What follows belongs to an exercise in optimizing a design on an open flow for small area, a short achievable clock period and few clock cycles per item; a production flow would make more cautious choices. RTL that was checked went through simulation tests only; none was proved equivalent to the original. Power and IR drop assume default switching activity.

red:
// wqe_fetch_top
module wqe_fetch_top
#(
    parameter int MAX_QP   = 16,
    parameter int SQ_DEPTH = 4096,
    parameter int BODY     = 32          
)(
    input  logic                  clk,
    input  logic                  rst_n,
    output logic                  o_fetch_ready,
    input  logic                  i_arbit_val,
    input  logic [QPID_WIDTH-1:0] i_qp_idx,
    input  logic [MAX_QP-1:0]     i_active,
    input  logic [MAX_QP-1:0]     i_wqe_cache_alfull,
    input  logic [ADDR_WIDTH-1:0] i_sq_base,
    output logic [ADDR_WIDTH-1:0] o_axi_araddr,
    output logic                  o_axi_arvalid,
    input  logic                  i_axi_arready,
    input  logic [WQE_WIDTH-1:0]  i_axi_rdata,
    input  logic                  i_axi_rvalid,
    output logic                  o_axi_rready,
    output logic                  o_wqe_cache_wr,
    output logic [WQE_WIDTH-1:0]  o_wqe,
    input  logic [MAX_QP-1:0]     i_wqe_cache_full
);
    localparam int PI_WIDTH = $clog2(SQ_DEPTH);
    localparam int BA       = $clog2(BODY);
    localparam int OFF_LSB  = $clog2(WQE_BYTES);
    localparam int OFF_W    = ADDR_WIDTH - OFF_LSB;
    logic                  g_valid;
    logic [QPID_WIDTH-1:0] g_qp;
    logic [PI_WIDTH-1:0]   sq_pi  [MAX_QP];
    logic                  pi_init;
    logic                  ar_valid;
    logic [OFF_W-1:0]      ar_addr;
    logic                  hd_vld;
    logic [MAX_QP-1:0]     hd_sel;      
    logic [QPID_WIDTH-1:0] hd_qp;
    logic [QPID_WIDTH-1:0] body [BODY];
    logic [BA:0]           bwp;
    logic [BA:0]           brp;
    logic                  req_ok_q;
    logic                  fr_a;
    logic                  grant;
    logic                  xfer;
    logic                  ar_fire;
    logic                  push;
    logic                  body_empty;   
    logic                  body_full;    
    logic                  to_head;
  ...
Size in the first run: ~390 flip-flops, roughly 21,000 µm² of cells after synthesis.
==> module wqe_fetch_top, before the edit <==
module wqe_fetch_top
#(
    parameter int MAX_QP   = 16,
    parameter int SQ_DEPTH = 4096,
    parameter int BODY     = 32          
)(
    input  logic                  clk,
    input  logic                  rst_n,
    output logic                  o_fetch_ready,
    input  logic                  i_arbit_val,
    input  logic [QPID_WIDTH-1:0] i_qp_idx,
    input  logic [MAX_QP-1:0]     i_active,
    input  logic [MAX_QP-1:0]     i_wqe_cache_alfull,
    input  logic [ADDR_WIDTH-1:0] i_sq_base,
    output logic [ADDR_WIDTH-1:0] o_axi_araddr,
    output logic                  o_axi_arvalid,
    input  logic                  i_axi_arready,
    input  logic [WQE_WIDTH-1:0]  i_axi_rdata,
    input  logic                  i_axi_rvalid,
    output logic                  o_axi_rready,
    output logic                  o_wqe_cache_wr,
    output logic [WQE_WIDTH-1:0]  o_wqe,
    input  logic [MAX_QP-1:0]     i_wqe_cache_full
);
    localparam int PI_WIDTH = $clog2(SQ_DEPTH);
    localparam int BA       = $clog2(BODY);
    localparam int OFF_LSB  = $clog2(WQE_BYTES);
    localparam int OFF_W    = ADDR_WIDTH - OFF_LSB;
    logic                  g_valid;
    logic [QPID_WIDTH-1:0] g_qp;
    logic [PI_WIDTH-1:0]   sq_pi  [MAX_QP];
    logic                  pi_init;
    logic                  ar_valid;
    logic [OFF_W-1:0]      ar_addr;
    logic                  hd_vld;
    logic [MAX_QP-1:0]     hd_sel;      
    logic [QPID_WIDTH-1:0] hd_qp;
    logic [QPID_WIDTH-1:0] body [BODY];
    logic [BA:0]           bwp;
    logic [BA:0]           brp;
    logic                  req_ok_q;
    logic                  fr_a;
    logic                  grant;
    logic                  xfer;
    logic                  ar_fire;
    logic                  push;
    logic                  body_empty;   
    logic                  body_full;    
    logic                  to_head;
    logic [PI_WIDTH-1:0]   cur_pi;
    logic [QPID_WIDTH-1:0] hd_nxt;
    function automatic logic [OFF_W-1:0] prefix_add(input logic [OFF_W-1:0] a,
                                                    input logic [OFF_W-1:0] b);
        logic [OFF_W-1:0] g;
        logic [OFF_W-1:0] p;
        logic [OFF_W-1:0] gg;
        logic [OFF_W-1:0] pp;
        g  = a & b;
        p  = a ^ b;
        gg = g;
        pp = p;
        for (int l = 1; l < OFF_W; l = l * 2)
            for (int i = 0; i < OFF_W; i++)
                if ((i / l) % 2 == 1)
                begin
                    gg[i] = gg[i] | (pp[i] & gg[(i / l) * l - 1]);
                    pp[i] = pp[i] & pp[(i / l) * l - 1];
                end
        prefix_add = p ^ {gg[OFF_W-2:0], 1'b0};
    endfunction
    assign xfer          = g_valid & ~body_full & (~ar_valid | i_axi_arready);
    assign o_fetch_ready = fr_a | (req_ok_q & ~body_full & i_axi_arready);
    logic                  req_ok;
    logic                  g_valid_d;
    logic                  ar_valid_d;
    logic [BA:0]           bwp_d;
    logic [BA:0]           brp_d;
    logic                  body_full_d;
    logic                  body_empty_d;
    assign req_ok      = (|i_active) & ~(&i_wqe_cache_alfull);
    assign g_valid_d   = grant | (g_valid & ~xfer);
    assign ar_valid_d  = xfer | (ar_valid & ~ar_fire);
    assign bwp_d       = bwp + (BA+1)'(xfer & ~to_head);
    assign brp_d       = brp + (BA+1)'(push & ~body_empty);
    assign body_full_d  = (bwp_d == {~brp_d[BA], brp_d[BA-1:0]});
    assign body_empty_d = (bwp_d == brp_d);
    assign grant         = i_arbit_val & o_fetch_ready;
    assign ar_fire       = ar_valid & i_axi_arready;
    assign cur_pi        = sq_pi[g_qp];
    assign to_head       = ~hd_vld | (push & body_empty);
    always_ff @(posedge clk or negedge rst_n)
    begin
        if (!rst_n)
        begin
            g_valid  <= 1'b0;
            pi_init  <= 1'b0;
            ar_valid <= 1'b0;
            hd_vld   <= 1'b0;
            bwp      <= '0;
            brp      <= '0;
            req_ok_q <= 1'b0;
            fr_a     <= 1'b0;
            body_full  <= 1'b0;
            body_empty <= 1'b1;
        end
        else
        begin
            req_ok_q <= req_ok;
            fr_a     <= req_ok & (~g_valid_d | (~body_full_d & ~ar_valid_d));
            body_full  <= body_full_d;
            body_empty <= body_empty_d;
            if (grant)
                g_valid <= 1'b1;
            else if (xfer)
                g_valid <= 1'b0;
            pi_init  <= 1'b1;
            if (xfer)
                ar_valid <= 1'b1;
            else if (ar_fire)
                ar_valid <= 1'b0;
            if (xfer)
                hd_vld <= 1'b1;
            else if (push & body_empty)
                hd_vld <= 1'b0;
            bwp <= bwp_d;
            brp <= brp_d;
        end
    end
    always_ff @(posedge clk)
    begin
        if (grant)
            g_qp <= i_qp_idx;
        for (int q = 0; q < MAX_QP; q++)
            if (~pi_init | (xfer & (g_qp == QPID_WIDTH'(q))))
                sq_pi[q] <= pi_init ? cur_pi + 1'b1 : '0;
        if (xfer)
        begin
            ar_addr <= prefix_add(i_sq_base[ADDR_WIDTH-1:OFF_LSB], OFF_W'({g_qp, cur_pi}));
        end
        if (xfer & ~to_head)
            body[bwp[BA-1:0]] <= g_qp;
        if ((xfer & to_head) | push)
        begin
            hd_sel <= MAX_QP'(1) << hd_nxt;
        end
    end
    assign o_axi_arvalid = ar_valid;
    assign o_axi_araddr  = {ar_addr, i_sq_base[OFF_LSB-1:0]};
    assign hd_nxt = (xfer & to_head) ? g_qp : body[brp[BA-1:0]];
    always_comb
    begin
        hd_qp = '0;
        for (int q = 0; q < MAX_QP; q++)
            if (hd_sel[q])
                hd_qp = hd_qp | QPID_WIDTH'(q);
    end
    assign o_wqe_cache_wr = i_axi_rvalid & hd_vld;
    assign o_axi_rready   = ~|(i_wqe_cache_full & hd_sel);
    assign push           = o_wqe_cache_wr & o_axi_rready;
    assign o_wqe          = {{PAD_WIDTH{1'b0}}, hd_qp, i_axi_rdata[QPID_LSB-1:0]};
endmodule
Settings: LEC_CHECK=0, CAP_MARGIN=0, CORE_AREA=10 10 410 410, DIE_AREA=0 0 420 420, SETUP_SLACK_MARGIN=4.2, SLEW_MARGIN=0; clock period 8.0 ns.
standard.sh (not shown) runs the stock make flow with config.mk's settings and CLKGATE_MAP_FILE= SYNTH_SCRIPT=/design/flow/synth_recipe.tcl, a recipe that flattens the netlist after the stock synthesis.
==> flow/flow/run.sh <==
#!/bin/bash
# Standard layout with four changes: port buffers are buf_1, constant outputs share
# tie cells through per-port buffers (flow/ties.tcl), o_axi_rready gets a shallow
# cone of its own (flow/rready.tcl), and CTS adds no dummy loads.
set -euo pipefail
here=$(pwd)
export BUFFER_PORTS_ARGS="-buffer_cell sky130_fd_sc_hd__buf_1"
export POST_GLOBAL_PLACE_TCL=$here/flow/ties.tcl
export POST_FLOORPLAN_TCL=$here/flow/rready.tcl
export CTS_ARGS="-sink_clustering_enable -repair_clock_nets -dont_use_dummy_load -buf_list {sky130_fd_sc_hd__clkbuf_4 sky130_fd_sc_hd__clkbuf_8} -sink_clustering_size 10 -sink_clustering_max_diameter 50"
bash standard.sh > standard.log 2>&1
Other scripts of this flow, unchanged in this note and not shown: flow/flow/rready.tcl, flow/flow/ties.tcl
For blue, these inputs were changed with respect to red:
--- a/flow/design.v
+++ b/flow/design.v
@@ -48,13 +48,14 @@
     localparam int PI_WIDTH = $clog2(SQ_DEPTH);
     localparam int BA       = $clog2(BODY);
     localparam int OFF_LSB  = $clog2(WQE_BYTES);
     localparam int OFF_W    = ADDR_WIDTH - OFF_LSB;
     logic                  g_valid;
+    logic [MAX_QP-1:0]     g_sel;       
     logic [QPID_WIDTH-1:0] g_qp;
     logic [PI_WIDTH-1:0]   sq_pi  [MAX_QP];
-    logic                  pi_init;
+    logic [MAX_QP-1:0]     pi_vld;
     logic                  ar_valid;
     logic [OFF_W-1:0]      ar_addr;
     logic                  hd_vld;
     logic [MAX_QP-1:0]     hd_sel;      
     logic [QPID_WIDTH-1:0] hd_qp;
@@ -107,18 +108,29 @@
     assign brp_d       = brp + (BA+1)'(push & ~body_empty);
     assign body_full_d  = (bwp_d == {~brp_d[BA], brp_d[BA-1:0]});
     assign body_empty_d = (bwp_d == brp_d);
     assign grant         = i_arbit_val & o_fetch_ready;
     assign ar_fire       = ar_valid & i_axi_arready;
-    assign cur_pi        = sq_pi[g_qp];
+    always_comb
+    begin
+        cur_pi = '0;
+        g_qp   = '0;
+        for (int q = 0; q < MAX_QP; q++)
+        begin
+            if (g_sel[q] & pi_vld[q])
+                cur_pi = cur_pi | sq_pi[q];
+            if (g_sel[q])
+                g_qp = g_qp | QPID_WIDTH'(q);
+        end
+    end
     assign to_head       = ~hd_vld | (push & body_empty);
     always_ff @(posedge clk or negedge rst_n)
     begin
         if (!rst_n)
         begin
             g_valid  <= 1'b0;
-            pi_init  <= 1'b0;
+            pi_vld   <= '0;
             ar_valid <= 1'b0;
             hd_vld   <= 1'b0;
             bwp      <= '0;
             brp      <= '0;
             req_ok_q <= 1'b0;
@@ -134,11 +146,12 @@
             body_empty <= body_empty_d;
             if (grant)
                 g_valid <= 1'b1;
             else if (xfer)
                 g_valid <= 1'b0;
-            pi_init  <= 1'b1;
+            if (xfer)
+                pi_vld <= pi_vld | g_sel;
             if (xfer)
                 ar_valid <= 1'b1;
             else if (ar_fire)
                 ar_valid <= 1'b0;
             if (xfer)
@@ -150,14 +163,14 @@
         end
     end
     always_ff @(posedge clk)
     begin
         if (grant)
-            g_qp <= i_qp_idx;
+            g_sel <= MAX_QP'(1) << i_qp_idx;
         for (int q = 0; q < MAX_QP; q++)
-            if (~pi_init | (xfer & (g_qp == QPID_WIDTH'(q))))
-                sq_pi[q] <= pi_init ? cur_pi + 1'b1 : '0;
+            if (xfer & g_sel[q])
+                sq_pi[q] <= cur_pi + 1'b1;
         if (xfer)
         begin
             ar_addr <= prefix_add(i_sq_base[ADDR_WIDTH-1:OFF_LSB], OFF_W'({g_qp, cur_pi}));
         end
         if (xfer & ~to_head)
--- outcome ---
Power in sequential cells is lower on red. Per the comparison of blue with red, post-synthesis cell count up 1.2%; via count of the first global-routing pass down 113; placed cell count up 25; sequential cell count up 27; routed wire length down 8000 µm. From red to blue the numbers moved as follows: number of instances resized during post-cts repair shows a reduction of about 30%, setup slack of the most critical reg-to-reg path shows an increase of 0.25 ns, first-iteration DRC count shows a reduction of 19. blue vs red, worst setup path startpoint: i_wqe_cache_full[8] vs g_qp[3]$_DFFE_PP_. Per the comparison of blue with red, clock net sink count has increased, final design area excluding fillers has decreased, proportion of power drawn by combinational gates has decreased, total combinational power has decreased. Of blue and red, red shows the higher shortest clock period the worst path allows after layout, with blue below it.
Testbench counts of blue, summed over its fixed seeds: cycles 11,267, items 8,000.
Function not checked in red: the RTL went through the layout flow alone.

[separate check: timing with driven ports]
The flow's constraints put no driver on any port. The routed layouts listed below were extracted and timed again, unchanged, in two steps. Step 1, drivers: a clkbuf_16 drives clk and a buf_2 each remaining input, both assumed. Step 2, shift: input delay + t, output delay - t, t = (earliest + latest rising clock arrival at the registers) / 2. This alone moves slack from input paths to output paths. Slacks: ideal / step 1 / step 2; pairs: ideal / step 1.
run | t, ns | slack for setup (ns) | worst setup path at the end
red | 0.643 | 4.027 / 4.027 / 3.637 | input to register
blue | 0.659 | 4.052 / 4.005 / 3.544 | input to register
After both steps setup and hold are still met in every run listed. The setup slack of blue, which loses most, moves by -0.047 ns with the drivers and by -0.508 ns with both steps.
